This is an optimization exercise on Yosys and OpenROAD, whose aim is small area and a short achievable clock period, not a production implementation. The RTL was checked by simulation tests, not by an equivalence proof against the original design.

==> flow/design.v, too long to show whole: its modules and the start of the top module <==
// module aes_g_nand3: 3 lines
// module aes_g_nand4: 3 lines
// module aes_g_xor2: 3 lines
// module aes_g_xnor2: 3 lines
// module aes_g_nand2: 3 lines
// module aes_g_nor2: 3 lines
// module aes_g_and2: 3 lines
// module aes_g_or2: 3 lines
// module aes_g_inv: 3 lines
// module aes_g_mux2: 3 lines
// module aes_g_mux2i: 3 lines
// module aes_gf4_inv: 22 lines
// module aes_sbox_lane: 237 lines
// module aes_sbox_lane_s: 231 lines
// module aes_mix_column: 267 lines
// module aes_column_mixer: 16 lines
// module aes_round_core: 166 lines
module aes_round_core (
	input logic i_clk,
	input logic i_rst,
	input logic i_valid,
	input logic i_decrypt,
	input logic i_skip_mix,
	input aes_gf_pkg::aes_state_t i_state,
	output logic o_valid,
	output aes_gf_pkg::aes_state_t o_state
);
  // ...
==> flow/run.sh <==
#!/bin/bash
# synth_recipe.tcl (not shown) runs the flow's synth.tcl, then flattens the netlist and writes it again
# the make line also repeats each setting of config.mk as NAME=value (left out here)
make -C /OpenROAD-flow-scripts/flow DESIGN_CONFIG=/design/flow/config.mk WORK_HOME=/design/flow/orfs CLKGATE_MAP_FILE= SYNTH_SCRIPT=/design/flow/synth_recipe.tcl finish
==> flow/config.mk <==
export PLATFORM = sky130hd
export DESIGN_NAME = aes_round_core
export DESIGN_NICKNAME = aes_round_core
export VERILOG_FILES = /design/flow/design.v
export SDC_FILE = /design/flow/constraint.sdc
export NUM_CORES = 4
export LEC_CHECK = 0
export CAP_MARGIN = 20
export CORE_MARGIN = 2
export CORE_UTILIZATION = 40
export SETUP_SLACK_MARGIN = 3.0
export SLEW_MARGIN = 20
export SYNTH_HIERARCHICAL = 1
==> flow/constraint.sdc <==
create_clock -name core_clock -period 5.5 [get_ports {i_clk}]
set_input_delay 1.1000 -clock core_clock [delete_from_list [all_inputs] [get_ports {i_clk}]]
set_output_delay 1.1000 -clock core_clock [all_outputs]
set_load 0.01 [all_outputs]
==> results.json, run 1 <==
{
  "drive_above_1_share_pct": 14.72,
  "setup_violations": 0,
  "die_y_um": 329.0,
  "start_util_pct": 40.24,
  "status": "finished clean",
  "critPathBufInv": 1,
  "top_layer_used": "met4",
  "globalRouteMet3Util_pct": 3.426,
  "worst_hold_slack_ns": 0.3260,
  "min_from": "dec_d[1]",
  "layout.cells.non_filler": 6431,
  "endpoint": "o_state[110]",
  "cts_tree": "built",
  "grt_pass1_vias": 28870,
  "netlist_area_um2": 42240,
  "min_path_cells": 0,
  "routed-wl-met3_mm": 4.155,
  "r2r_end": "u_lane10.o_q[3]",
  "design.seq.count": 586,
  "antenna_found_initial": 1,
  "layout_commonest_cell": "xor2_1",
  "synth-simple-area-share_pct": 9.786,
  "core_area_um2": 105000,
  "rsz0062_at_grt": "yes",
  "async_flop_share_pct": 0,
  "cts_max_level": 3,
  "num_rows": 119,
  "insertedDiodeCount": 0,
  "clk_latency_ns": 0.63,
  "met2_length_mm": 45.25,
  "ctsHoldBuffers": 0,
  "hold_end": "dec_d[2]",
  "synth_top_cells_by_area": "xor2_1 41%, dfxtp_1 28%, xnor2_1 12%",
  "largest_reg_flops": 128,
  "synth_xor_area_share_pct": 53.24,
  "cp_num_cells": 1,
  "cp-start-kind": "register",
  "drc": 0,
  "synthAdderAreaFrac_pct": 0,
  "final_cell_mix": "1637 x xor2_1, 723 x nand2_1, 576 x xnor2_1, 487 x dfxtp_1, 256 x mux2i_1",
  "maxSlewViolCount": 0
}
==> run 2, diff against run 1 <==
--- a/flow/config.mk
+++ b/flow/config.mk
@@ -13 +13,2 @@
 export SYNTH_HIERARCHICAL = 1
+export TNS_END_PERCENT = 5
==> run 2 against run 1 <==
  * Critical endpoint is now o_state[65]
  * Maximum frequency is 6.6% lower
  * Still clean on timing, DRC and antenna
  * Final area is 2.9% lower
  * Worst hold slack worse by 0.0026 ns
  * Clock skew is 0.013 ns higher
  * Area after synthesis stayed put
  * Die area stayed put
  * First-iteration DRC count is 30% higher
==> results.json, run 2 <==
{
  "ioPinCount": 262,
  "timing.final.crit_share_pct": 48.00,
  "clockBufferDepth": 3,
  "ant_nets": 0,
  "worstSetupPathType": "register to register",
  "yosysUniqueCellTypes": 12,
  "cts_max_level": 3,
  "syn2layout_area_growth_pct": 22.29,
  "worst_setup_path_end_kind": "register",
  "grt_busiest_layer": "met2",
  "finalHoldViolCount": 0,
  "max_slew_margin_pct": 28.93,
  "die_y_um": 329.0,
  "worstHoldPathType": "register to register",
  "grtUsageMet1_pct": 22.23,
  "finClkSkew_ns": 0.03495,
  "min_path_cells": 0,
  "start_util_pct": 40.24,
  "synth_top_cells_by_area": "xor2_1 41%, dfxtp_1 28%, xnor2_1 12%",
  "rr_worst_depth": 6,
  "final_nets": 5065,
  "hold_end": "skip_d[2]",
  "drt_iter0_markers": 1474,
  "ys_seq_area_share_pct": 27.77,
  "clk_latency_ns": 0.64,
  "dp_cells": 6167,
  "min_period_ns": 2.640,
  "netlist_top_cells_count": "1992 x xor2_1, 736 x nand2_1, 586 x dfxtp_1",
  "synth_edf_count": 0,
  "tightest_slew_ns": 1.062,
  "routed_wl_mm": 95.03,
  "synth-seq-cells": 586,
  "netlist_area_um2": 42240,
  "regMostFlops": "o_state",
  "cp-start-kind": "register",
  "antenna_found_initial": 8,
  "gr-total-overflow": 0,
  "status": "finished clean",
  "maxSlewViolCount": 0,
  "synthFlopType": "dfxtp_1",
  "cts_tree": "built",
  "r2r_slack_ns": 2.86,
  "setup_violations": 0,
  "synth_top_area_share_pct": 41.30,
  "io_buffers": 261,
  "layout_commonest_cell": "xor2_1",
  "cp_max_fo": 9,
  "clock_sinks": 586,
  "grt_pass1_vias": 28330,
  "synth_compound_area_share_pct": 0,
  "avgSynthCellArea_um2": 9.114,
  "drt_pass1_iterations": 7,
  "core_area_um2": 105000,
  "grtUsageMet2_pct": 27.63,
  "max_clock_freq_mhz": 378.8,
  "syn-instance-count": 4635,
  "synthMuxAreaShare_pct": 6.066,
  "grt_max_degree": 98,
  "cts_buffers": 70,
  "critical_path_required_ns": 6.00,
  "async_flop_share_pct": 0,
  "worst_hold_slack_ns": 0.3234,
  "post_drt_via_cell_ratio": 4.486,
  "dp_hpwl_mm": 71.21,
  "r2r-start": "u_lane4.o_q[5]",
  "rsz0062_at_grt": "yes",
  "synthAdderAreaFrac_pct": 0,
  "final_cell_mix": "1728 x xor2_1, 727 x nand2_1, 576 x xnor2_1, 531 x dfxtp_1, 256 x mux2i_1",
  "cts_root_buf": "clkbuf_16",
  "drive_above_1_share_pct": 10.89,
  "synth_nets": 4768,
  "wl_per_cell_um": 14.90,
  "yosys.area.top_type": "xor2_1",
  "die_w_um": 329.0,
  "max_cap_violations": 0,
  "synth-simple-area-share_pct": 9.786,
  "cp.arrival_ns": 3.14,
  "r2r_end": "o_state[65]",
  "path_cells": "xor2_1, xor2_2, xor2_1, xor2_1, nand2_1, xnor2_1",
  "crit_slowest_cell": "xor2_2",
  "yosys_warnings": 9,
  "min_from": "skip_d[1]",
  "grt_usage_pct": 16.83,
  "synth_most_common_cell": "xor2_1",
  "largest_reg_flops": 128,
  "globalRouteMet3Util_pct": 3.059,
  "grt_pass1_wl_mm": 148.2,
  "num_rows": 119,
  "layout.cells.non_filler": 6380,
  "cpMostUsedCell": "xor2_1",
  "synth_xor_area_share_pct": 53.24,
  "final.setup.tns_ns": 0,
  "final_util_pct": 49.21,
  "gp_congestion": 0.8419,
  "die_area_um2": 108200,
  "drc": 0,
  "synth_top_family_by_area": "XOR/XNOR gates",
  "crit_path_max_incr_delay_ns": 0.67,
  "route.vias.total": 28620,
  "place_ws_ns": 2.460,
  "clk_pin_slew_ns": 0.06,
  "setup_slack_ns": 2.860
}
[run 2: cell counts after synthesis]
Identical to the previous run, type by type.
[run 2: final cells by class]
class	instances	area, um^2
multi-input cells	3824	31890
inverters	97	367.9
flip-flops and latches	586	11850
diodes	3	7.507
fillers	9683	53310
clock buffers	94	2077
repair buffers	352	3344
clock inverters	32	374.1
well taps	1391	1740
repair inverters	1	5.005
[run 2: metrics by stage]
stage / area (um^2)
after global placement: 45750
after floorplan: 42280
after detailed placement: 45760
final: 51660
after global routing: 51660
after CTS: 48980
[run 2: metal layers]
layer	up-vias	share of wire, %	wire length [um]
met5	-	0.045	43
met4	6	2.5	2388
met3	136	4.1	3931
met2	386	47	44800
met1	13360	46	43870
li1	14730	-	-
[run 2: critical path, delay by kind of cell (launching register included)]
kind             cells  cell delay (ns)
XOR/XNOR             5             1.90
flip-flops           1             0.50
AND/OR/NAND/NOR      1             0.11
[run 2: per-module statistics from Yosys, one instance, submodules excluded, excerpt]
| module | copies in the design | cells | flops+latches | cell area (um^2) |
|---|---|---|---|---|
| aes_round_core | 1 | 143 | 138 | 2791 |
| aes_g_mux2i | 256 | 1 | 0 | 10.01 |
| aes_sbox_lane_s | 8 | 28 | 28 | 560.5 |
| aes_g_nand2 | 736 | 1 | 0 | 3.754 |
| aes_g_and2 | 4 | 1 | 0 | 6.256 |
| aes_g_nand4 | 96 | 1 | 0 | 6.256 |
| aes_g_nand3 | 96 | 1 | 0 | 5.005 |
[run 2: kinds of logic (layout without fill, tap and decap cells)]
logic type                Yosys count  after routing
xor gates and xnor gates         2568           2568
and+or+nand+nor                  1000           1000
DFF                               586            586
muxes                             256            256
buffers and inverters             225            576
other                               0              3
[run 2: worst max-delay path by stage]
stage	slack (ns)	cells past startpoint	end	startpoint
after detailed placement	2.46	5	u_lane0.in_q[6]	i_state[120]
after CTS	2.73	9	u_lane4.o_q[2]	u_lane4.d_r[0]
after global routing	2.73	10	u_lane7.o_q[5]	u_lane7.d_r[3]
final	2.86	6	o_state[65]	u_lane4.o_q[5]
after global placement	2.52	5	u_lane4.in_q[4]	i_state[88]
after floorplan	2.88	8	o_state[101]	u_lane3.o_q[7]
[run 2: timing repair]
item / in CTS / in global routing
setup endpoints to repair: 325 / 353
setup buffers: 22 / 61
gates resized for setup: 87 / 327
hold endpoints to repair: 0 / 0
pin swaps: 31 / 81
gates cloned: 1 / 0
hold buffers: 0 / 0
==> run 3, diff against run 2 <==
--- a/flow/config.mk
+++ b/flow/config.mk
@@ -10,5 +10,4 @@
 export CORE_UTILIZATION = 40
-export SETUP_SLACK_MARGIN = 3.0
+export SETUP_SLACK_MARGIN = 3.2
 export SLEW_MARGIN = 20
 export SYNTH_HIERARCHICAL = 1
-export TNS_END_PERCENT = 5
==> run 3 against run 2 <==
  * Worst hold slack better by 0.00082 ns
  * Still clean
  * First-iteration DRC count down 14%
  * Global-route usage increased by 1.2 points
  * Utilization increased by 6.7 points
  * Highest routed layer is now met4
  * Routed wire length rose by 9.7%
==> results.json, run 3 <==
{
  "drt_iter0_markers": 1273,
  "final_nets": 5390,
  "ant_nets": 0,
  "dp_hpwl_mm": 73.95,
  "cts_tree": "built",
  "largest_reg_flops": 128,
  "io_buffers": 261,
  "grt_pass1_wl_mm": 157.6,
  "netlist_area_um2": 42240,
  "max_slew_margin_pct": 34.99,
  "gp_congestion": 0.8401,
  "crit_path_max_incr_delay_ns": 0.38,
  "die_area_um2": 108200,
  "worst_setup_path_end_kind": "register",
  "cp_max_fo": 3,
  "rsz0062_at_grt": "yes",
  "worst_hold_slack_ns": 0.3242,
  "synth_top_area_share_pct": 41.30,
  "avgSynthCellArea_um2": 9.114,
  "max_cap_violations": 0,
  "route.vias.total": 29980,
  "regMostFlops": "o_state",
  "finClkSkew_ns": 0.02846,
  "syn2layout_area_growth_pct": 38.86,
  "ys_seq_area_share_pct": 27.77,
  "synthFlopType": "dfxtp_1",
  "start_util_pct": 40.24,
  "clk_latency_ns": 0.65,
  "synth_top_cells_by_area": "xor2_1 41%, dfxtp_1 28%, xnor2_1 12%",
  "synth_edf_count": 0,
  "core_area_um2": 105000,
  "placed_cell_area_um2": 47370,
  "setup_violations": 0,
  "synth_nets": 4768,
  "antenna_found_initial": 0,
  "cp-start-kind": "register",
  "num_rows": 119,
  "max_clock_freq_mhz": 395.7,
  "maxSlewViolCount": 0,
  "cts_root_buf": "clkbuf_16",
  "ctsHoldBuffers": 0,
  "final_util_pct": 55.88,
  "synth_most_common_cell": "xor2_1",
  "drc": 0,
  "final_cell_mix": "1442 x xor2_1, 626 x nand2_1, 560 x xnor2_1, 382 x dfxtp_1, 366 x buf_4",
  "tightest_slew_ns": 0.9751,
  "critical_path_required_ns": 5.96,
  "syn-instance-count": 4635,
  "routed_wl_mm": 104.2,
  "yosysUniqueCellTypes": 12,
  "wl_per_cell_um": 15.54,
  "grt_usage_pct": 17.99,
  "layout.cells.non_filler": 6705,
  "layout_commonest_cell": "xor2_1",
  "synth-seq-cells": 586,
  "drt_pass1_iterations": 5,
  "netlist_top_cells_count": "1992 x xor2_1, 736 x nand2_1, 586 x dfxtp_1",
  "design_area_um2": 58660,
  "worstHoldPathType": "register to register",
  "gr-total-overflow": 0,
  "grt_pass1_vias": 29570,
  "status": "finished clean",
  "dp_cells": 6165,
  "grt_max_degree": 133,
  "clk_pin_slew_ns": 0.06,
  "clockBufferDepth": 3,
  "min_period_ns": 2.527,
  "drive_above_1_share_pct": 29.32,
  "ioPinCount": 262,
  "yosys_warnings": 9,
  "clock_sinks": 586,
  "yosys.area.top_type": "xor2_1",
  "timing.final.crit_share_pct": 45.95,
  "die_y_um": 329.0,
  "cp.arrival_ns": 2.99,
  "cts_max_level": 3,
  "path_cells": "xor2_2, xor2_2, nand2_2, xor2_4, buf_6, xor2_4, xor2_1, xor2_1, xnor2_1, mux2i_1",
  "die_w_um": 329.0,
  "async_flop_share_pct": 0,
  "finalHoldViolCount": 0,
  "crit_slowest_cell": "dfxtp_2",
  "cts_buffers": 73,
  "final.setup.tns_ns": 0,
  "worstSetupPathType": "register to register",
  "post_drt_via_cell_ratio": 4.471
}
==> run 3: cell counts after synthesis <==
Identical to the previous run, type by type.
==> run 3: area by class of cell <==
class / instances / area, um^2
Antenna cell: 1 / 2.502
Clock buffer: 92 / 2062
Clock inverter: 39 / 456.7
Fill cell: 8911 / 46310
Inverter: 97 / 367.9
Multi-Input combinational cell: 3824 / 36330
Sequential cell: 586 / 12220
Tap cell: 1391 / 1740
Timing Repair Buffer: 675 / 5477
==> run 3: path summary, 6_finish.rpt <==
kind	start	end	slack [ns]	cells past startpoint
setup / recovery	u_lane13.b_r[3]	u_lane13.o_q[2]	2.97	10
hold / removal	skip_d[2]	skip_d[3]	0.32	0
setup reg to reg	u_lane13.b_r[3]	u_lane13.o_q[2]	2.97	10
hold reg to reg	skip_d[2]	skip_d[3]	0.32	0
==> run 3: worst max-delay path: cells and delay by family (launching register included) <==
family,cells,cell delay [ns]
muxes,1,0.18
buffers and inverters,1,0.14
and+or+nand+nor,1,0.11
xor gates and xnor gates,7,1.54
DFF,1,0.38
==> run 3: what timing repair did <==
action | in CTS | in global routing
pin swaps | 212 | 218
buffers inserted | 246 | 162
gates resized for setup | 975 | 496
endpoints found under the setup margin | 356 | 256
gates cloned | 0 | 0
==> run 3: layer usage <==
layer	vias to the layer above	routed length, um	share of wire [%]	GRT usage [%]
met5	-	0	0	0
met4	0	1827	1.8	4.755
met3	108	2872	2.8	2.174
met2	360	51030	49	30.05
met1	14330	48490	47	24.53
li1	15180	-	-	-
==> run 3: cells by family (layout without fill, tap and decap cells) <==
kind of cell / Yosys count / after routing / synth area share, %
buffers and inverters: 225 / 903 / 3.137
and+or+nand+nor: 1000 / 1000 / 9.786
DFF: 586 / 586 / 27.77
xor gates and xnor gates: 2568 / 2568 / 53.24
muxes: 256 / 256 / 6.066
other: 0 / 1 / 0
==> run 3: modules after synthesis (local to each module, per instance), a selection <==
module           copies in the design  cells inside
aes_g_nor2                         64             1
aes_round_core                      1           143
aes_g_xnor2                       448             1
aes_g_and2                          4             1
aes_sbox_lane_s                     8            28
aes_g_mux2i                       256             1
aes_g_nand3                        96             1
aes_mix_column                      4            64
aes_sbox_lane                       8            28
aes_g_nand4                        96             1
aes_g_nand2                       736             1
aes_g_xor2                       1992             1
==> run 3: per-stage QoR <==
stage                     setup WS (ns)
after floorplan                   2.995
after global placement            2.524
after detailed placement          2.451
after CTS                         2.995
after global routing              2.847
final                             2.973
==> run 4, diff against run 3 <==
--- a/flow/config.mk
+++ b/flow/config.mk
@@ -10,3 +10,5 @@
 export CORE_UTILIZATION = 40
-export SETUP_SLACK_MARGIN = 3.2
+export CTS_CLUSTER_DIAMETER = 80
+export CTS_CLUSTER_SIZE = 24
+export SETUP_SLACK_MARGIN = 3.0
 export SLEW_MARGIN = 20
==> run 4 against run 3 <==
  * Critical endpoint is now u_lane10.o_q[3]
  * Still clean on timing, DRC and antenna
  * Area after synthesis is the same
  * Synthesized cell count is the same
==> results.json, run 4 <==
{
  "status": "finished clean",
  "finalHoldViolCount": 0,
  "cts_buffers": 41,
  "rsz0062_at_grt": "yes",
  "setup_violations": 0,
  "synth_top_area_share_pct": 41.30,
  "final_nets": 5082,
  "final_cell_mix": "1628 x xor2_1, 723 x nand2_1, 574 x xnor2_1, 471 x dfxtp_1, 262 x xor2_2",
  "setup_slack_ns": 2.968,
  "place_ws_ns": 2.459,
  "fill_cells": 9693,
  "drt_iter0_markers": 1177,
  "die_w_um": 329.0,
  "drt_pass1_iterations": 5,
  "synth-seq-cells": 586,
  "gr-total-overflow": 0,
  "clk_pin_slew_ns": 0.09,
  "clockBufferDepth": 3,
  "syn-instance-count": 4635,
  "drive_above_1_share_pct": 14.35,
  "routed_wl_mm": 95.86,
  "largest_reg_flops": 128,
  "ioPinCount": 262,
  "ant_nets": 0,
  "dp_hpwl_mm": 72.49,
  "antenna_found_initial": 0,
  "finClkSkew_ns": 0.02982,
  "synthFlopType": "dfxtp_1",
  "synth_edf_count": 0,
  "grt_usage_pct": 17.01,
  "start_util_pct": 40.24,
  "netlist_top_cells_count": "1992 x xor2_1, 736 x nand2_1, 586 x dfxtp_1",
  "max_cap_violations": 0,
  "critical_path_required_ns": 5.96,
  "synth_nets": 4768,
  "clock_sinks": 586,
  "core_area_um2": 105000,
  "regMostFlops": "o_state",
  "io_buffers": 261,
  "worst_setup_path_end_kind": "register",
  "wl_per_cell_um": 15.05,
  "cts_max_level": 2,
  "die_area_um2": 108200,
  "worstHoldPathType": "register to register",
  "layout.cells.non_filler": 6367,
  "cts_root_buf": "clkbuf_16",
  "final.setup.tns_ns": 0,
  "cp_max_fo": 5,
  "min_period_ns": 2.532,
  "die_y_um": 329.0,
  "maxSlewViolCount": 0,
  "grt_pass1_vias": 28540,
  "worstSetupPathType": "register to register",
  "timing.final.crit_share_pct": 46.03,
  "async_flop_share_pct": 0,
  "ys_seq_area_share_pct": 27.77,
  "avgSynthCellArea_um2": 9.114,
  "tightest_slew_ns": 0.9818,
  "drc": 0,
  "yosys_warnings": 9,
  "insertedDiodeCount": 0,
  "netlist_area_um2": 42240,
  "num_rows": 119,
  "yosys.area.top_type": "xor2_1",
  "synth_most_common_cell": "xor2_1",
  "yosysUniqueCellTypes": 12,
  "route.vias.total": 28610,
  "cp-start-kind": "register",
  "dp_cells": 6165,
  "post_drt_via_cell_ratio": 4.494,
  "max_slew_margin_pct": 34.55,
  "syn2layout_area_growth_pct": 23.74,
  "cp.arrival_ns": 2.99,
  "clk_latency_ns": 0.63,
  "gp_congestion": 0.8347,
  "worst_hold_slack_ns": 0.3278,
  "grt_max_degree": 119,
  "layout_commonest_cell": "xor2_1",
  "grt_pass1_wl_mm": 150.3,
  "synth_top_cells_by_area": "xor2_1 41%, dfxtp_1 28%, xnor2_1 12%",
  "max_clock_freq_mhz": 395.0,
  "cts_tree": "built"
}
## run 4: changes by cell type in the layout (fill, tap and decap cells not counted), sizes merged
cell           delta
buf             -393
dlygate4sd2     +121
clkbuf           -49
clkinv            -7
bufinv            -6
inv               +5
clkdlybuf4s15     -4
clkinvlp          -4
diode             -1
## run 4: layout make-up
cell class	instances	area [um^2]	share of cell area, %
sequential	586	12010	22.97
clock inverter	27	385.4	0.7372
inverter	97	367.9	0.7037
clock buffer	43	1054	2.015
multi-input combinational	3824	33130	63.37
tap	1391	1740	3.329
timing repair buffer	399	3592	6.872
## run 4: final timing paths
check	start	end	cells past startpoint	slack (ns)
worst max-delay path	u_lane10.d_r[3]	u_lane10.o_q[3]	9	2.97
worst max register to register	u_lane10.d_r[3]	u_lane10.o_q[3]	9	2.97
worst min register to register	dec_d[1]	dec_d[2]	0	0.33
worst min-delay path	dec_d[1]	dec_d[2]	0	0.33
## run 4: timing repair
item	4_1_cts	5_1_grt
endpoints found under the setup margin	298	183
setup buffers	67	65
hold endpoints to repair	0	0
pin swaps	61	94
resized for setup	344	421
hold buffers	0	0
## run 4: per-stage QoR
stage	util, %	cell area (um^2)
global placement	43.82	46000
floorplan	-	42530
CTS	46.92	49250
global route	49.80	52270
detailed placement	43.83	46010
finish	49.80	52270
## run 4: metal layers
metal | GRT usage [%] | part of all wire (%) | vias up
li1 | - | - | 14690
met4 | 3.861 | 1.9 | 0
met1 | 23.10 | 47 | 13500
met3 | 2.969 | 3.9 | 84
met2 | 28.08 | 47 | 345
met5 | 0 | 0 | -
## run 4: critical path, stage by stage, from the launching register on
cell and delay, ns:
dfxtp_2 0.42, xor2_4 0.21, xor2_2 0.20, nand2_1 0.17, xor2_4 0.31, xor2_4 0.30, xor2_4 0.26, xor2_1 0.22
xnor2_1 0.15, mux2i_1 0.12
## run 4: per-module statistics from Yosys (local to each module, per instance), a selection
module	times used	flops+latches	cell area (um^2)
aes_g_and2	4	0	6.256
aes_g_inv	96	0	3.754
aes_g_mux2i	256	0	10.01
aes_g_nand2	736	0	3.754
aes_g_nand3	96	0	5.005
aes_g_nand4	96	0	6.256
aes_g_nor2	64	0	3.754
aes_g_xnor2	448	0	8.758
aes_g_xor2	1992	0	8.758
aes_mix_column	4	0	520.5
aes_round_core	1	138	2791
aes_sbox_lane	8	28	560.5
aes_sbox_lane_s	8	28	560.5
## run 4: logic make-up after synthesis
logic type,share of synthesized area (%)
DFF,27.77
muxes,6.066
and+or+nand+nor,9.786
xor gates and xnor gates,53.24
buffers and inverters,3.137
==> run 5, diff against run 4 <==
--- a/flow/config.mk
+++ b/flow/config.mk
@@ -10,4 +10,4 @@
 export CORE_UTILIZATION = 40
-export CTS_CLUSTER_DIAMETER = 80
-export CTS_CLUSTER_SIZE = 24
+export CTS_CLUSTER_DIAMETER = 50
+export CTS_CLUSTER_SIZE = 30
 export SETUP_SLACK_MARGIN = 3.0
==> run 5 against run 4 <==
  * Largest cell class unchanged
  * Sequential cell count unchanged
  * Global-route usage up 0.16 points
  * Via count up 1.4%
  * Worst hold slack got worse by 0.0050 ns
==> results.json, run 5 <==
{
  "status": "finished clean",
  "synth_top_cells_by_area": "xor2_1 41%, dfxtp_1 28%, xnor2_1 12%",
  "max_clock_freq_mhz": 408.3,
  "synth_most_common_cell": "xor2_1",
  "min_from": "dec_d[1]",
  "synth-seq-cells": 586,
  "maxSlewViolCount": 0,
  "dp_cells": 6165,
  "insertedDiodeCount": 0,
  "num_rows": 119,
  "path_cells": "dlygate4sd2_1",
  "multiInputGateArea_um2": 32990,
  "worst_setup_path_end_kind": "primary output",
  "clock_sinks": 586,
  "clk_pin_slew_ns": 0.06,
  "crit_path_max_incr_delay_ns": 0.40,
  "netlist_area_um2": 42240,
  "placed_cell_area_um2": 46010,
  "grt_max_degree": 119,
  "synth_nets": 4768,
  "die_area_um2": 108200,
  "final_cell_mix": "1633 x xor2_1, 724 x nand2_1, 574 x xnor2_1, 479 x dfxtp_1, 266 x xor2_2",
  "finalHoldViolCount": 0,
  "cts_max_level": 3,
  "rsz0062_at_grt": "yes",
  "cp-start-kind": "register",
  "globalRouteMet3Util_pct": 3.559,
  "ant_nets": 0,
  "avgSynthCellArea_um2": 9.114,
  "clockBufferDepth": 3,
  "cts_buffers": 87,
  "regMostFlops": "o_state",
  "layout_commonest_cell": "xor2_1",
  "fill_cells": 9539,
  "layout.cells.non_filler": 6464,
  "final_nets": 5133,
  "worstSetupPathType": "register to primary output",
  "critPathBufInv": 1,
  "register_area_um2": 11980,
  "syn2layout_area_growth_pct": 27.26,
  "min_period_ns": 2.449,
  "routed_wl_mm": 96.13,
  "r2r-start": "u_lane10.d_r[2]",
  "antenna_found_initial": 2,
  "final.setup.tns_ns": 0,
  "gp_congestion": 0.8347,
  "start_util_pct": 40.24,
  "critical_path_required_ns": 4.40,
  "setup_violations": 0,
  "drt_pass1_iterations": 6,
  "largest_reg_flops": 128,
  "clk_latency_ns": 0.65,
  "cts_root_buf": "clkbuf_16",
  "drt_iter0_markers": 1237,
  "gr-total-overflow": 0,
  "min_path_cells": 0,
  "finClkSkew_ns": 0.02129,
  "yosys.area.top_type": "xor2_1",
  "synth_top_area_share_pct": 41.30,
  "core_area_um2": 105000,
  "synth_edf_count": 0,
  "r2r_end": "u_lane10.o_q[3]",
  "yosysUniqueCellTypes": 12,
  "netlist_top_cells_count": "1992 x xor2_1, 736 x nand2_1, 586 x dfxtp_1",
  "max_slew_margin_pct": 38.80,
  "r2r_slack_ns": 3.05,
  "grt_pass1_vias": 29020,
  "timing.final.crit_share_pct": 44.53,
  "die_y_um": 329.0,
  "wl_per_cell_um": 14.87,
  "io_buffers": 261,
  "tightest_slew_ns": 0.9181,
  "drive_above_1_share_pct": 15.71,
  "route.vias.total": 29010,
  "ys_seq_area_share_pct": 27.77,
  "cp.arrival_ns": 1.35,
  "syn-instance-count": 4635,
  "synthFlopType": "dfxtp_1",
  "cts_tree": "built",
  "post_drt_via_cell_ratio": 4.488,
  "rr_worst_depth": 10,
  "grt_pass1_wl_mm": 151.3,
  "cp_max_fo": 1,
  "hold_end": "dec_d[2]",
  "ioPinCount": 262,
  "design_area_um2": 53760,
  "die_w_um": 329.0,
  "grt_usage_pct": 17.17,
  "max_cap_violations": 0,
  "cp_num_cells": 1,
  "worstHoldPathType": "register to register",
  "grtUsageMet1_pct": 23.05,
  "critPathTopFamily": "flip-flops",
  "ctsHoldBuffers": 0,
  "crit_slowest_cell": "dfxtp_1",
  "worst_hold_slack_ns": 0.3228,
  "grtUsageMet2_pct": 28.01,
  "yosys_warnings": 9,
  "grt_busiest_layer": "met2",
  "drc": 0,
  "async_flop_share_pct": 0,
  "dp_hpwl_mm": 72.49
}
## run 5: cell families (layout without fill, tap and decap cells)
group | after synthesis | after routing | synth area share [%]
XOR/XNOR | 2568 | 2568 | 53.24
flip-flops | 586 | 586 | 27.77
AND/OR/NAND/NOR | 1000 | 1000 | 9.786
multiplexers | 256 | 256 | 6.066
buffers and inverters | 225 | 663 | 3.137
## run 5: worst max-delay path by stage
stage,startpoint,end,slack (ns)
after floorplan,skip_d[3],o_state[0],3.01
after CTS,o_state[126],o_state[126],2.80
final,o_state[24],o_state[24],3.05
after detailed placement,i_state[40],u_lane2.in_q[6],2.46
after global placement,i_state[40],u_lane2.in_q[6],2.54
after global routing,u_lane5.a_r[3],u_lane5.o_q[3],2.89
## run 5: per-layer routing
layer,wire length [um],share of wire [%],vias up
li1,-,-,14840
met1,44740,47,13650
met2,45070,47,402
met3,4512,4.7,126
met4,1808,1.9,0
met5,0,0,-
## run 5: per-stage QoR
stage | utilization [%] | setup slack, ns
3_3_place_gp | 43.82 | 2.539
3_5_place_dp | 43.83 | 2.459
4_1_cts | 48.43 | 2.804
2_1_floorplan | - | 3.008
5_1_grt | 51.21 | 2.887
6_report | 51.21 | 3.051
## run 5: repair_timing
| action | CTS | global route |
|---|---|---|
| pin swaps | 63 | 95 |
| gates resized for setup | 342 | 399 |
| buffers inserted | 64 | 73 |
| endpoints found under the hold margin | 0 | 0 |
| setup endpoints to repair | 303 | 180 |
## run 5: area by class of cell
cell class | instances | share of cell area, %
multi-input cells | 3824 | 61.36
flip-flops and latches | 586 | 22.28
repair buffers | 404 | 6.754
clock buffers | 98 | 4.357
well taps | 1391 | 3.237
clock inverters | 64 | 1.334
inverters | 97 | 0.6843
## run 5: worst reg2reg max path, delay by kind of cell (launching register included)
kind / cells / cell delay, ns
buf+inv: 1 / 0.16
mux: 1 / 0.10
simple gates: 1 / 0.17
flops: 1 / 0.40
xor+xnor: 7 / 1.46
## run 5: Yosys stat by module, one instance, submodules excluded, excerpt
module / cell area (um^2) / flops+latches / times used / cells
aes_round_core: 2791 / 138 / 1 / 143
aes_sbox_lane_s: 560.5 / 28 / 8 / 28
aes_mix_column: 520.5 / 0 / 4 / 64
aes_g_mux2i: 10.01 / 0 / 256 / 1
aes_g_xnor2: 8.758 / 0 / 448 / 1
aes_g_xor2: 8.758 / 0 / 1992 / 1
aes_g_nand4: 6.256 / 0 / 96 / 1
aes_g_and2: 6.256 / 0 / 4 / 1
aes_g_nand3: 5.005 / 0 / 96 / 1
aes_g_inv: 3.754 / 0 / 96 / 1
aes_g_nor2: 3.754 / 0 / 64 / 1
aes_g_nand2: 3.754 / 0 / 736 / 1
==> run 6, diff against run 5 <==
==> flow/flow/run.sh (new file) <==
#!/bin/bash
# The standard layout (the standard.sh, all ORFS steps unchanged), except
# that buffer_ports uses buf_1 cells for the input and output port buffers
# instead of the delay buffer it picks by default; repair still resizes them.
set -e
export BUFFER_PORTS_ARGS="-buffer_cell sky130_fd_sc_hd__buf_1"
bash standard.sh > standard.log 2>&1
==> flow/standard.sh (new file) <==
#!/bin/bash
# synth_recipe.tcl (not shown) runs the flow's synth.tcl, then flattens the netlist and writes it again
# the make line also repeats each setting of config.mk as NAME=value (left out here)
make -C /OpenROAD-flow-scripts/flow DESIGN_CONFIG=/design/flow/config.mk WORK_HOME=/design/flow/orfs CLKGATE_MAP_FILE= SYNTH_SCRIPT=/design/flow/synth_recipe.tcl "${@:-finish}"
--- a/flow/config.mk
+++ b/flow/config.mk
@@ -10,5 +10,3 @@
 export CORE_UTILIZATION = 40
-export CTS_CLUSTER_DIAMETER = 50
-export CTS_CLUSTER_SIZE = 30
-export SETUP_SLACK_MARGIN = 3.0
+export SETUP_SLACK_MARGIN = 2.9
 export SLEW_MARGIN = 20
removed: flow/run.sh
==> run 6 against run 5 <==
  * First-iteration DRC count decreased by 11%
  * Setup slack got worse by 0.13 ns
  * Utilization decreased by 3.5 points
  * Highest routed layer is now met5
==> results.json, run 6 <==
{
  "status": "finished clean",
  "routed-wl-met3_mm": 3.674,
  "yosys.area.top_type": "xor2_1",
  "ioPinCount": 262,
  "largest_reg_flops": 128,
  "syn-instance-count": 4635,
  "ys_seq_area_share_pct": 27.77,
  "max_cap_violations": 0,
  "start_util_pct": 40.24,
  "clockBufferDepth": 3,
  "route.vias.total": 28670,
  "synthFlopType": "dfxtp_1",
  "gr-total-overflow": 0,
  "insertedDiodeCount": 0,
  "min_period_ns": 2.580,
  "max_clock_freq_mhz": 387.5,
  "grt_max_degree": 133,
  "core_area_um2": 105000,
  "finalHoldViolCount": 0,
  "met2_length_mm": 43.76,
  "cp_max_fo": 3,
  "worst_setup_path_end_kind": "register",
  "setup_slack_ns": 2.920,
  "post_drt_via_cell_ratio": 4.497,
  "grt_pass1_wl_mm": 148.4,
  "die_w_um": 329.0,
  "yosysUniqueCellTypes": 12,
  "cts_root_buf": "clkbuf_16",
  "clock_sinks": 586,
  "ant_nets": 0,
  "netlist_top_cells_count": "1992 x xor2_1, 736 x nand2_1, 586 x dfxtp_1",
  "finClkSkew_ns": 0.03714,
  "synth_edf_count": 0,
  "async_flop_share_pct": 0,
  "regMostFlops": "o_state",
  "synth_nets": 4768,
  "synth_top_area_share_pct": 41.30,
  "antenna_found_initial": 6,
  "max_slew_margin_pct": 38.42,
  "top_layer_used": "met5",
  "worstSetupPathType": "register to register",
  "cp-start-kind": "register",
  "yosys_warnings": 9,
  "setup_violations": 0,
  "final_util_pct": 47.69,
  "io_buffers": 261,
  "m1WireLength_mm": 45.00,
  "dp_hpwl_mm": 71.40,
  "avgSynthCellArea_um2": 9.114,
  "num_rows": 119,
  "synth-seq-cells": 586,
  "cts_buffers": 72,
  "maxSlewViolCount": 0,
  "placed_cell_area_um2": 44240,
  "cts_max_level": 3,
  "ctsHoldBuffers": 0,
  "place_ws_ns": 2.518,
  "gp_congestion": 0.8724,
  "wl_per_cell_um": 14.78,
  "drt_pass1_iterations": 5,
  "drive_above_1_share_pct": 10.80,
  "tightest_slew_ns": 0.9205,
  "final_nets": 5059,
  "cp.arrival_ns": 3.06,
  "layout.cells.non_filler": 6374,
  "critical_path_required_ns": 5.98,
  "final_cell_mix": "1723 x xor2_1, 731 x nand2_1, 576 x xnor2_1, 532 x dfxtp_1, 260 x buf_1",
  "layout_commonest_cell": "xor2_1",
  "cts_tree": "built",
  "syn2layout_area_growth_pct": 18.51,
  "clk_latency_ns": 0.65,
  "final.setup.tns_ns": 0,
  "netlist_area_um2": 42240,
  "die_area_um2": 108200,
  "timing.final.crit_share_pct": 46.92,
  "dp_cells": 6165,
  "worst_hold_slack_ns": 0.3257,
  "grt_pass1_vias": 28110,
  "synth_most_common_cell": "xor2_1",
  "clk_pin_slew_ns": 0.06,
  "rsz0062_at_grt": "yes",
  "die_y_um": 329.0,
  "drt_iter0_markers": 1095,
  "fill_cells": 9882,
  "drc": 0,
  "routed_wl_mm": 94.24,
  "design_area_um2": 50060,
  "worstHoldPathType": "register to register",
  "grt_usage_pct": 16.82,
  "synth_top_cells_by_area": "xor2_1 41%, dfxtp_1 28%, xnor2_1 12%"
}
## run 6: cell count changes in the layout (fill, tap and decap cells not counted), sizes merged, moves of 5 or more
cell,before,now
dlygate4sd2,115,0
clkbuf,100,91
clkinv,21,15
bufinv,3,8
inv,126,107
clkdlybuf4s50,131,0
clkdlybuf4s15,12,0
buf,144,344
## run 6: area by class of cell
| type | count | area [um^2] | area share (%) |
|---|---|---|---|
| Inverter | 97 | 367.9 | 0.7348 |
| Clock buffer | 90 | 2013 | 4.021 |
| Clock inverter | 41 | 513.0 | 1.025 |
| Tap cell | 1391 | 1740 | 3.476 |
| Multi-Input combinational cell | 3824 | 31960 | 63.85 |
| Sequential cell | 586 | 11800 | 23.57 |
| Timing Repair Buffer | 345 | 1664 | 3.324 |
## run 6: worst paths after layout
| kind | startpoint | end | slack [ns] | cells past startpoint |
|---|---|---|---|---|
| setup / recovery | u_lane7.a_r[0] | u_lane7.o_q[3] | 2.92 | 8 |
| setup reg to reg | u_lane7.a_r[0] | u_lane7.o_q[3] | 2.92 | 8 |
| hold / removal | skip_d[2] | skip_d[3] | 0.33 | 0 |
| hold reg to reg | skip_d[2] | skip_d[3] | 0.33 | 0 |
## run 6: Yosys stat by module, one instance, submodules excluded, excerpt
module	cells inside	copies in the design	cell area [um^2]	flip-flops and latches
aes_g_nand4	1	96	6.256	0
aes_g_nand3	1	96	5.005	0
aes_mix_column	64	4	520.5	0
aes_sbox_lane_s	28	8	560.5	28
aes_sbox_lane	28	8	560.5	28
aes_g_xnor2	1	448	8.758	0
aes_g_nand2	1	736	3.754	0
aes_round_core	143	1	2791	138
aes_g_inv	1	96	3.754	0
aes_g_and2	1	4	6.256	0
aes_g_xor2	1	1992	8.758	0
aes_g_nor2	1	64	3.754	0
aes_g_mux2i	1	256	10.01	0
## run 6: routing by layer
| layer | vias up | track usage [%] |
|---|---|---|
| li1 | 14720 | - |
| met1 | 13440 | 23.21 |
| met5 | - | 0 |
| met4 | 10 | 4.268 |
| met3 | 119 | 2.794 |
| met2 | 381 | 27.19 |
## run 6: critical path, stage by stage (launching register included)
cell and delay (ns):
dfxtp_1 0.41, xor2_1 0.29, nand2_1 0.23, xor2_1 0.35, xor2_2 0.28, xor2_1 0.35, xor2_1 0.23, xnor2_1 0.14
mux2i_1 0.11
## run 6: cell families after synthesis
kind of cell	Yosys count	synth area share, %
flops	586	27.77
mux	256	6.066
xor+xnor	2568	53.24
simple gates	1000	9.786
buf+inv	225	3.137
## run 6: timing repair
item,4_1_cts,5_1_grt
resized for setup,102,270
pin swaps,35,67
setup endpoints to repair,114,124
setup buffers,29,49
==> run 7, diff against run 6 <==
--- a/flow/config.mk
+++ b/flow/config.mk
@@ -10,3 +10,3 @@
 export CORE_UTILIZATION = 40
-export SETUP_SLACK_MARGIN = 2.9
+export SETUP_SLACK_MARGIN = 3.1
 export SLEW_MARGIN = 20
==> run 7 against run 6 <==
  * Still clean
  * Clock-buffer cell count shrank 3
  * Global-route usage fell by 0.51 points
  * First-iteration DRC count is 6.0% higher
  * Worst hold slack about the same
  * Highest routed layer unchanged
==> results.json, run 7 <==
{
  "die_y_um": 329.0,
  "cp_num_cells": 10,
  "start_util_pct": 40.24,
  "setup_slack_ns": 3.057,
  "cts_tree": "built",
  "dp_hpwl_mm": 68.15,
  "route.vias.total": 29490,
  "grt_usage_pct": 16.31,
  "critPathTopFamily": "XOR/XNOR gates",
  "timing.final.crit_share_pct": 44.42,
  "clock_sinks": 586,
  "cts_buffers": 72,
  "worstSetupPathType": "register to register",
  "rsz0062_at_grt": "yes",
  "grt_max_degree": 130,
  "max_cap_violations": 0,
  "maxSlewViolCount": 0,
  "crit_path_max_incr_delay_ns": 0.39,
  "critPathBufInv": 1,
  "synth-seq-cells": 586,
  "finClkSkew_ns": 0.02012,
  "avgSynthCellArea_um2": 9.114,
  "drt_pass1_iterations": 6,
  "min_path_cells": 0,
  "gp_congestion": 0.8508,
  "status": "finished clean",
  "grt_pass1_wl_mm": 145.2,
  "yosys_warnings": 9,
  "min_period_ns": 2.443,
  "synth_most_common_cell": "xor2_1",
  "clockBufferDepth": 3,
  "synth_nets": 4768,
  "syn-instance-count": 4635,
  "wl_per_cell_um": 14.55,
  "final_cell_mix": "1550 x xor2_1, 676 x nand2_1, 575 x xnor2_1, 410 x dfxtp_1, 306 x xor2_2",
  "io_buffers": 261,
  "final_util_pct": 51.53,
  "synth_edf_count": 0,
  "routed_wl_mm": 95.33,
  "gr-total-overflow": 0,
  "drt_iter0_markers": 1161,
  "rr_worst_depth": 10,
  "placed_cell_area_um2": 44920,
  "regMostFlops": "o_state",
  "design_area_um2": 54090,
  "clk_latency_ns": 0.63,
  "netlist_area_um2": 42240,
  "syn2layout_area_growth_pct": 28.03,
  "die_area_um2": 108200,
  "largest_reg_flops": 128,
  "grt_pass1_vias": 29180,
  "yosys.area.top_type": "xor2_1",
  "ys_seq_area_share_pct": 27.77,
  "cp-start-kind": "register",
  "ctsHoldBuffers": 0,
  "cp.arrival_ns": 2.92,
  "synth_top_area_share_pct": 41.30,
  "worstHoldPathType": "register to register",
  "tightest_slew_ns": 0.9863,
  "cp_max_fo": 4,
  "r2r-start": "u_lane6.d_r[2]",
  "die_w_um": 329.0,
  "multiInputGateArea_um2": 34350,
  "clk_pin_slew_ns": 0.06,
  "post_drt_via_cell_ratio": 4.501,
  "critical_path_required_ns": 5.98,
  "core_area_um2": 105000,
  "layout_commonest_cell": "xor2_1",
  "yosysUniqueCellTypes": 12,
  "ioPinCount": 262,
  "drive_above_1_share_pct": 20.66,
  "max_slew_margin_pct": 34.24,
  "cts_root_buf": "clkbuf_16",
  "num_rows": 119,
  "ant_nets": 0,
  "final_nets": 5229,
  "worst_setup_path_end_kind": "register",
  "final.setup.tns_ns": 0,
  "hold_end": "dec_d[2]",
  "synth_top_cells_by_area": "xor2_1 41%, dfxtp_1 28%, xnor2_1 12%",
  "path_cells": "xor2_4, xor2_2, nand2_1, xor2_2, xor2_2, buf_4, xor2_2, xor2_1, xnor2_1, mux2i_1",
  "fill_cells": 9378,
  "register_area_um2": 12120,
  "crit_slowest_cell": "dfxtp_4",
  "async_flop_share_pct": 0,
  "drc": 0,
  "netlist_top_cells_count": "1992 x xor2_1, 736 x nand2_1, 586 x dfxtp_1",
  "r2r_end": "u_lane6.o_q[3]",
  "place_ws_ns": 2.693,
  "finalHoldViolCount": 0,
  "synthFlopType": "dfxtp_1",
  "cpMostUsedCell": "xor2_2",
  "min_from": "dec_d[1]",
  "antenna_found_initial": 11,
  "cts_max_level": 3,
  "r2r_slack_ns": 3.06,
  "max_clock_freq_mhz": 409.3,
  "setup_violations": 0
}
-- run 7: cell counts after synthesis --
Identical to the previous run, type by type.
-- run 7: Yosys stat by module (local to each module, per instance), a selection --
| module | flip-flops and latches | cells |
|---|---|---|
| aes_g_nand2 | 0 | 1 |
| aes_sbox_lane_s | 28 | 28 |
| aes_g_mux2i | 0 | 1 |
| aes_sbox_lane | 28 | 28 |
| aes_round_core | 138 | 143 |
| aes_g_xor2 | 0 | 1 |
-- run 7: cell families after synthesis --
logic type | count (synthesis) | share of synthesized area (%)
muxes | 256 | 6.066
buffers and inverters | 225 | 3.137
and+or+nand+nor | 1000 | 9.786
xor gates and xnor gates | 2568 | 53.24
DFF | 586 | 27.77
-- run 7: per-layer routing --
layer / vias up / share of wire, % / global-route usage [%]
li1: 14930 / - / -
met1: 13980 / 43 / 19.80
met2: 427 / 52 / 29.11
met3: 150 / 3.2 / 2.337
met4: 4 / 2.7 / 6.025
met5: - / 0.024 / 0
-- run 7: through the flow --
step	cells	hold slack, ns
3_5_place_dp	6168	0.3132
2_1_floorplan	4635	0.3089
3_3_place_gp	6168	0.3096
6_report	6552	0.3254
5_1_grt	6551	0.3292
4_1_cts	6410	0.3246
-- run 7: how the worst max path moves through the flow --
stage / startpoint / to / slack [ns]
after floorplan: skip_d[3] / o_state[32] / 2.93
after global placement: u_lane6.o_q[6] / o_state[69] / 2.71
after detailed placement: u_lane6.o_q[6] / o_state[69] / 2.69
after CTS: u_lane8.d_r[2] / u_lane8.o_q[2] / 3.07
after global routing: u_lane15.d_r[0] / u_lane15.o_q[6] / 2.90
final: u_lane6.d_r[2] / u_lane6.o_q[3] / 3.06
-- run 7: worst register-to-register path: cells and delay by family, from the launching register on --
kind / cells / cell delay (ns)
xor gates and xnor gates: 7 / 1.51
buffers and inverters: 1 / 0.18
DFF: 1 / 0.39
muxes: 1 / 0.10
and+or+nand+nor: 1 / 0.12
-- run 7: cell type report --
cell class              count  area share, %
multi-input cells        3824          63.50
flip-flops and latches    586          22.42
repair buffers            515          5.596
clock buffers              87          3.664
well taps                1391          3.218
clock inverters            45         0.8929
inverters                  97         0.6801
diodes                      7        0.03239
-- run 7: what timing repair did --
item / 4_1_cts / 5_1_grt
pin swaps: 94 / 192
endpoints found under the setup margin: 180 / 206
setup buffers: 110 / 135
resized for setup: 262 / 519
==> run 8, diff against run 7 <==
--- a/flow/config.mk
+++ b/flow/config.mk
@@ -10,3 +10,3 @@
 export CORE_UTILIZATION = 40
-export SETUP_SLACK_MARGIN = 3.1
+export SETUP_SLACK_MARGIN = 3.0
 export SLEW_MARGIN = 20
==> run 8 against run 7 <==
  * Synthesized cell count did not move
  * Utilization fell by 2.7 points
  * Clock skew fell by 0.0047 ns
  * First-iteration DRC count fell by 3.4%
  * Sequential cell count did not move
  * Register-to-register slack got worse by 0.07 ns
  * Die area did not move
  * Final area fell by 5.3%
  * Clock-buffer cell count rose by 6
==> results.json, run 8 <==
{
  "design_area_um2": 51230,
  "drt_pass1_iterations": 7,
  "largest_reg_flops": 128,
  "max_slew_margin_pct": 34.21,
  "cp-start-kind": "register",
  "synthMuxAreaShare_pct": 6.066,
  "gr-total-overflow": 0,
  "synth_most_common_cell": "xor2_1",
  "critPathBufInv": 1,
  "fill_cells": 9681,
  "path_cells": "xor2_2, xor2_1, nand2_1, xor2_2, xor2_2, xor2_2, buf_4, xor2_1, xnor2_1, mux2i_1",
  "tightest_slew_ns": 0.9869,
  "synth_nets": 4768,
  "wl_per_cell_um": 14.95,
  "async_flop_share_pct": 0,
  "grt_pass1_vias": 28470,
  "final.setup.tns_ns": 0,
  "syn2layout_area_growth_pct": 21.27,
  "synth-simple-area-share_pct": 9.786,
  "route.vias.total": 28550,
  "synth_xor_area_share_pct": 53.24,
  "synth_top_area_share_pct": 41.30,
  "synth_compound_area_share_pct": 0,
  "post_drt_via_cell_ratio": 4.447,
  "antenna_found_initial": 3,
  "routed_wl_mm": 95.96,
  "clockBufferDepth": 3,
  "grt_max_degree": 81,
  "grt_pass1_wl_mm": 148.9,
  "num_rows": 119,
  "worstHoldPathType": "register to register",
  "final_nets": 5102,
  "clk_pin_slew_ns": 0.06,
  "crit_slowest_cell": "dfxtp_2",
  "syn-instance-count": 4635,
  "finClkSkew_ns": 0.01543,
  "critPathTopFamily": "XOR/XNOR gates",
  "max_clock_freq_mhz": 397.6,
  "final_cell_mix": "1652 x xor2_1, 720 x nand2_1, 576 x xnor2_1, 501 x dfxtp_1, 260 x buf_1",
  "multiInputGateArea_um2": 32730,
  "cts_buffers": 70,
  "setup_violations": 0,
  "synth_top_family_by_area": "XOR/XNOR gates",
  "synth_top_cells_by_area": "xor2_1 41%, dfxtp_1 28%, xnor2_1 12%",
  "avgSynthCellArea_um2": 9.114,
  "synth-seq-cells": 586,
  "yosys.area.top_type": "xor2_1",
  "netlist_top_cells_count": "1992 x xor2_1, 736 x nand2_1, 586 x dfxtp_1",
  "core_area_um2": 105000,
  "placed_cell_area_um2": 44370,
  "yosysUniqueCellTypes": 12,
  "cp.arrival_ns": 3.01,
  "clock_sinks": 586,
  "ioPinCount": 262,
  "cts_max_level": 3,
  "status": "finished clean",
  "die_area_um2": 108200,
  "drive_above_1_share_pct": 13.89,
  "max_cap_violations": 0,
  "cts_tree": "built",
  "yosys_warnings": 9,
  "timing.final.crit_share_pct": 45.72,
  "regMostFlops": "o_state",
  "cts_root_buf": "clkbuf_16",
  "ctsHoldBuffers": 0,
  "die_w_um": 329.0,
  "clk_latency_ns": 0.63,
  "drt_iter0_markers": 1121,
  "grt_usage_pct": 16.91,
  "cpMostUsedCell": "xor2_2",
  "die_y_um": 329.0,
  "register_area_um2": 11920,
  "ys_seq_area_share_pct": 27.77,
  "start_util_pct": 40.24,
  "worst_setup_path_end_kind": "register",
  "layout_commonest_cell": "xor2_1",
  "maxSlewViolCount": 0,
  "io_buffers": 261,
  "min_period_ns": 2.515,
  "cp_max_fo": 4,
  "synthFlopType": "dfxtp_1",
  "gp_congestion": 0.8695,
  "crit_path_max_incr_delay_ns": 0.39,
  "synth_edf_count": 0,
  "synthAdderAreaFrac_pct": 0,
  "critical_path_required_ns": 6.00,
  "netlist_area_um2": 42240,
  "finalHoldViolCount": 0,
  "drc": 0,
  "worstSetupPathType": "register to register",
  "ant_nets": 0,
  "rsz0062_at_grt": "yes",
  "dp_hpwl_mm": 72.81
}
==> run 8: through the flow <==
stage	std cells	util [%]	setup slack, ns	hold slack (ns)
after floorplan	4635	-	3.008	0.3089
after global placement	6166	42.26	2.660	0.3103
after detailed placement	6166	42.27	2.602	0.3167
after CTS	6349	46.27	2.873	0.3250
after global routing	6418	48.80	2.882	0.3319
final	6419	48.80	2.985	0.3229
==> run 8: logic make-up after synthesis <==
family | after synthesis
flip-flops | 586
XOR/XNOR | 2568
buffers and inverters | 225
AND/OR/NAND/NOR | 1000
multiplexers | 256
==> run 8: repair_timing <==
item,CTS,global route
endpoints found under the setup margin,176,187
pin swaps,59,99
setup buffers,53,69
resized for setup,180,350
==> run 8: layout make-up <==
cell class,instances,share of cell area (%)
antenna,1,0.004885
clock buffer,93,3.842
clock inverter,37,0.9501
inverter,97,0.7181
multi-input combinational,3824,63.89
sequential,586,23.27
tap,1391,3.397
timing repair buffer,390,3.925
==> run 8: final timing paths <==
check                  startpoint               to  slack [ns]  cells past startpoint
setup / recovery  u_lane10.d_r[1]  u_lane10.o_q[5]        2.99                     10
hold / removal          skip_d[1]        skip_d[2]        0.32                      0
setup reg to reg  u_lane10.d_r[1]  u_lane10.o_q[5]        2.99                     10
hold reg to reg         skip_d[1]        skip_d[2]        0.32                      0
==> run 8: per-layer routing <==
metal / global-route usage [%] / up-vias / wire length [um] / part of all wire [%]
met5: 0 / - / 13 / 0.014
met4: 4.467 / 2 / 2041 / 2.1
met3: 3.071 / 133 / 3758 / 3.9
met2: 27.55 / 380 / 44730 / 47
met1: 22.97 / 13290 / 45420 / 47
li1: - / 14750 / - / -
==> run 8: modules after synthesis, one instance, submodules excluded, a selection <==
module / cells / times used / area [um^2]
aes_g_nand4: 1 / 96 / 6.256
aes_mix_column: 64 / 4 / 520.5
aes_sbox_lane: 28 / 8 / 560.5
aes_g_xor2: 1 / 1992 / 8.758
aes_g_nand3: 1 / 96 / 5.005
aes_g_inv: 1 / 96 / 3.754
aes_g_and2: 1 / 4 / 6.256
aes_g_mux2i: 1 / 256 / 10.01
aes_g_nor2: 1 / 64 / 3.754

## static timing again, ports no longer ideal
No port has a modelled driver above. Below, the same layouts with a new extraction and two added sets of constraints.
Step 1: set_driving_cell puts a clkbuf_16 on i_clk and a buf_2 on each other input, an assumption about the parent block.
Step 2 times the ports against the registers' clock, not the clock port: input delays grow and output delays shrink by t, the midpoint of the rising clock arrivals with the driver on.
a / b / c = ideal / step 1 / step 2; a / b = the first two.
| run | shift t [ns] | setup WS [ns] | worst setup path at the end |
|---|---|---|---|
| run 1 | 0.694 | 3.033 / 2.963 / 2.466 | input to register |
| run 2 | 0.691 | 2.860 / 2.807 / 2.398 | input to register |
| run 3 | 0.700 | 2.973 / 2.973 / 2.604 | input to register |
| run 4 | 0.686 | 2.968 / 2.968 / 2.454 | input to register |
| run 5 | 0.716 | 3.051 / 2.978 / 2.441 | input to register |
| run 6 | 0.706 | 2.920 / 2.908 / 2.752 | input to register |
| run 7 | 0.685 | 3.057 / 3.057 / 2.692 | input to register |
| run 8 | 0.696 | 2.985 / 2.985 / 2.755 | input to register |
After both steps setup and hold are still met in every run listed. The setup slack of run 5, which loses most, moves by -0.073 ns with the drivers and by -0.610 ns with both steps.
